Source: an optimization exercise on an open RTL-to-GDS flow (aim: small area). Production flows keep margins and buffers that such runs may drop. In this exercise RTL edits were held to simulation tests only and were not proved equivalent to the original. No driver is modelled on the clock port, so clocking that relies on it looks cheaper here than on a real chip. Power is estimated from default activity; no workload was simulated.

the reference run:
==> flow/design.v <==
`timescale 1ns/1ns
module cpuCore (
  input  logic        clk,
  input  logic        rstN,
  input  logic        instrValid,
  input  logic [15:0] instr,
  output logic [20:0] wb,
  output logic        hlt
);
  localparam logic [3:0] OpNop = 4'd7;
  logic [3:0]  op1, op2;    
  logic [11:0] f1, f2;      
  logic [3:0]  a2;          
  logic        halted;
  logic        accept;
  assign accept = rstN && instrValid && !halted;
  always_ff @(posedge clk) begin
    op1 <= accept ? instr[15:12] : OpNop;
    f1  <= instr[11:0];
    op2 <= rstN ? op1 : OpNop;
    f2  <= f1;
    a2  <= (op1 == 4'd10) ? f1[11:8] : f1[7:4];
    if (!rstN) begin
      halted <= 1'b0;
    end else if (accept && (instr[15:12] == 4'hf)) begin
      halted <= 1'b1;
    end
  end
  assign hlt = halted && (op1 != 4'hf) && (op2 != 4'hf);
  logic [3:0]  rd, rt;
  logic [7:0]  imm;
  logic [15:0] regs [0:15];
  logic [15:0] opA, opB, res;
  logic        writes;
  assign rd  = f2[11:8];
  assign rt  = f2[3:0];
  assign imm = f2[7:0];
  assign opA = regs[a2];
  assign opB = regs[rt];
  logic        sub;
  logic [15:0] opBx, sum, gen, prop;
  logic [15:0] pg, pp;      
  logic [16:0] carry;
  assign sub  = op2[0];
  assign opBx = opB ^ {16{sub}};
  always_comb begin
    gen  = opA & opBx;
    prop = opA ^ opBx;
    pg   = gen;
    pp   = prop;
    pg[0] = gen[0] | (prop[0] & sub);
    for (int l = 1; l <= 4; l++) begin
      for (int j = (1 << l) - 1; j < 16; j += (1 << l)) begin
        pg[j] = pg[j] | (pp[j] & pg[j - (1 << (l - 1))]);
        pp[j] = pp[j] & pp[j - (1 << (l - 1))];
      end
    end
    for (int l = 3; l >= 1; l--) begin
      for (int j = (1 << l) + (1 << (l - 1)) - 1; j < 16; j += (1 << l)) begin
        pg[j] = pg[j] | (pp[j] & pg[j - (1 << (l - 1))]);
        pp[j] = pp[j] & pp[j - (1 << (l - 1))];
      end
    end
    carry[0] = sub;
    for (int i = 0; i < 16; i++) begin
      carry[i + 1] = pg[i];
    end
    sum = prop ^ carry[15:0];
  end
  logic        left;
  logic [15:0] shIn, shOut, shRes;
  assign left = (op2[1:0] == 2'd0);
  always_comb begin
    for (int i = 0; i < 16; i++) begin
      shIn[i] = left ? opA[15 - i] : opA[i];
    end
    shOut = 16'($signed({op2[1] & opA[15], shIn}) >>> rt);
    for (int i = 0; i < 16; i++) begin
      shRes[i] = left ? shOut[15 - i] : shOut[i];
    end
  end
  logic selLd, selSh, selLg, selAdd;
  assign selLd  = rstN && op2[3];
  assign selSh  = rstN && !op2[3] && op2[2];
  assign selLg  = rstN && !op2[3] && !op2[2] && op2[1];
  assign selAdd = rstN && !op2[3] && !op2[2] && !op2[1];
  always_comb begin
    res = ({16{selLd}}  & (op2[0] ? {{8{imm[7]}}, imm} : {imm, opA[7:0]}))   
        | ({16{selSh}}  & shRes)                                             
        | ({16{selLg}}  & (op2[0] ? (prop & ~opA) : gen))                    
        | ({16{selAdd}} & sum);                                              
  end
  assign writes = (op2 <= 4'd6) || (op2 == 4'd10) || (op2 == 4'd11);
  always_ff @(posedge clk) begin
    if (!rstN) begin
      wb[20] <= 1'b0;
    end else begin
      wb[20] <= writes;
    end
    wb[19:0] <= {rd, res};
    for (int i = 0; i < 16; i++) begin
      if (!rstN || (writes && (rd == i[3:0]))) begin
        regs[i] <= res;
      end
    end
  end
endmodule
export LEC_CHECK = 0
export ABC_AREA = 1
export CAP_MARGIN = 5
export CORE_MARGIN = 2
export CORE_UTILIZATION = 60
export SLEW_MARGIN = 5
create_clock -name core_clock -period 6.0 [get_ports {clk}]
standard.sh (not shown) runs the stock make flow with config.mk's settings and CLKGATE_MAP_FILE= SYNTH_SCRIPT=/design/flow/synth_recipe.tcl, a recipe that flattens the netlist after the stock synthesis.
==> flow/flow/run.sh <==
#!/bin/bash
# Standard ORFS layout with these changes:
#  - synthesis maps combinational logic with flow/abc.script (flow/synth.tcl)
#    and without full-adder cells; registers are left as the standard synthesis
#    makes them;
#  - port buffers use the smallest buffer cell;
#  - clock tree: clkbuf_8 only, larger sink clusters, no dummy loads;
#  - the resizer's buffers are limited to buf_1 and buf_2 (flow/dontuse.tcl).
set -euo pipefail
W=$PWD
DU=$W/flow/dontuse.tcl
bash standard.sh SYNTH_SCRIPT=$W/flow/synth.tcl ADDER_MAP_FILE= \
  "BUFFER_PORTS_ARGS=-buffer_cell sky130_fd_sc_hd__buf_1" \
  "CTS_ARGS=-sink_clustering_enable -repair_clock_nets -dont_use_dummy_load -buf_list {sky130_fd_sc_hd__clkbuf_8} -sink_clustering_size 16 -sink_clustering_max_diameter 100" \
  PRE_GLOBAL_PLACE_TCL=$DU PRE_RESIZE_TCL=$DU PRE_CTS_TCL=$DU PRE_GLOBAL_ROUTE_TCL=$DU PRE_DETAIL_PLACE_TCL=$DU \
  finish > $W/run_make.log 2>&1
==> flow/flow/abc.script <==
strash; &get -n; &st; &dch; &nf -R 1000; &put
==> flow/flow/dontuse.tcl <==
# Keep the resizer's buffers small: it may use buf_1 and buf_2 only (the
# clock tree names its own buffer).
set_dont_use [get_lib_cells {sky130_fd_sc_hd__buf_4 sky130_fd_sc_hd__buf_6 sky130_fd_sc_hd__buf_8 sky130_fd_sc_hd__buf_12 sky130_fd_sc_hd__buf_16 sky130_fd_sc_hd__bufbuf_8 sky130_fd_sc_hd__bufbuf_16 sky130_fd_sc_hd__clkbuf_4 sky130_fd_sc_hd__clkbuf_16}]
==> flow/flow/synth.tcl <==
# The standard synthesis script, with only ABC's mapping script replaced
# (abc.script beside this file). Registers, their names and cell types are
# left exactly as the standard synthesis makes them.
set my_abc_script [file join [file dirname [file normalize [info script]]] abc.script]
if {![file exists $my_abc_script]} {
  error "missing $my_abc_script"
}
proc synth {args} { yosys synth -nofsm -noshare {*}$args }
proc abc {args} {
  set i [lsearch -exact $args -script]
  if {$i >= 0} {
    set args [lreplace $args [expr {$i + 1}] [expr {$i + 1}] $::my_abc_script]
  }
  yosys abc {*}$args
}
source $::env(SCRIPTS_DIR)/synth.tcl
# left out here: clear keep_hierarchy, flatten, clean up, hide names made inside functions, write 1_2_yosys.v
--- input diff the reference run..the trial run ---
diff --git a/flow/design.v b/flow/design.v
--- a/flow/design.v
+++ b/flow/design.v
@@ -67,18 +67,23 @@
     end
     sum = prop ^ carry[15:0];
   end
   logic        left;
-  logic [15:0] shIn, shOut, shRes;
+  logic        fill;
+  logic [15:0] shSt [0:4];
+  logic [15:0] shRes;
   assign left = (op2[1:0] == 2'd0);
+  assign fill = op2[1] & opA[15];
   always_comb begin
-    for (int i = 0; i < 16; i++) begin
-      shIn[i] = left ? opA[15 - i] : opA[i];
+    shSt[0] = opA;
+    for (int k = 0; k < 4; k++) begin
+      for (int i = 0; i < 16; i++) begin
+        shSt[k + 1][i] = (!rt[k] & shSt[k][i])
+                       | (rt[k] & left & ((i >= (1 << k)) ? shSt[k][(i - (1 << k)) & 15] : 1'b0))
+                       | (rt[k] & !left & ((i + (1 << k) <= 15) ? shSt[k][(i + (1 << k)) & 15] : fill));
+      end
     end
-    shOut = 16'($signed({op2[1] & opA[15], shIn}) >>> rt);
-    for (int i = 0; i < 16; i++) begin
-      shRes[i] = left ? shOut[15 - i] : shOut[i];
-    end
+    shRes = shSt[4];
   end
   logic selLd, selSh, selLg, selAdd;
   assign selLd  = rstN && op2[3];
   assign selSh  = rstN && !op2[3] && op2[2];
Notes after the runs:
Sequential cell area share across the trial run and the reference run: no real change.
| total power draw | higher: the reference run |
Sort the trial run and the reference run by share of the cycle needed by the critical path after routing desc -> top: the trial run
Between the reference run and the trial run, the flow reports placer congestion estimate decreasing by a few percent.
The trial run ended with more average routed wire per standard cell than the reference run.
Compared with the reference run, the trial run shows a higher clock network power share.
On instance count of the mapped netlist, the higher figure sits with the reference run, not the trial run.

[afterwards: timing with drivers on the ports]
The flow's constraints put no driver on any port. The routed layouts listed below were extracted and timed again, unchanged, in two steps. Step 1: set_driving_cell puts a clkbuf_16 on clk and a buf_2 on each other input, an assumption about the parent block. Step 2, shift: input delay + t, output delay - t, t = (earliest + latest rising clock arrival at the registers) / 2. This alone moves slack from input paths to output paths. Slacks: ideal ports / drivers / drivers and shift; pairs: ideal ports / drivers.
| run | t (ns) | slack for setup (ns) | worst setup path after step 2 | slew at the worst register clock pin (ns) | worst slew at a driven data input, ns |
|---|---|---|---|---|---|
| the reference run | 0.615 | 0.416 / 0.416 / 0.416 | register to register | 0.11 / 0.11 | 0.04 |
| the trial run | 0.605 | 0.274 / 0.274 / 0.274 | register to register | 0.11 / 0.11 | 0.04 |
After both steps every run listed still meets setup and hold.
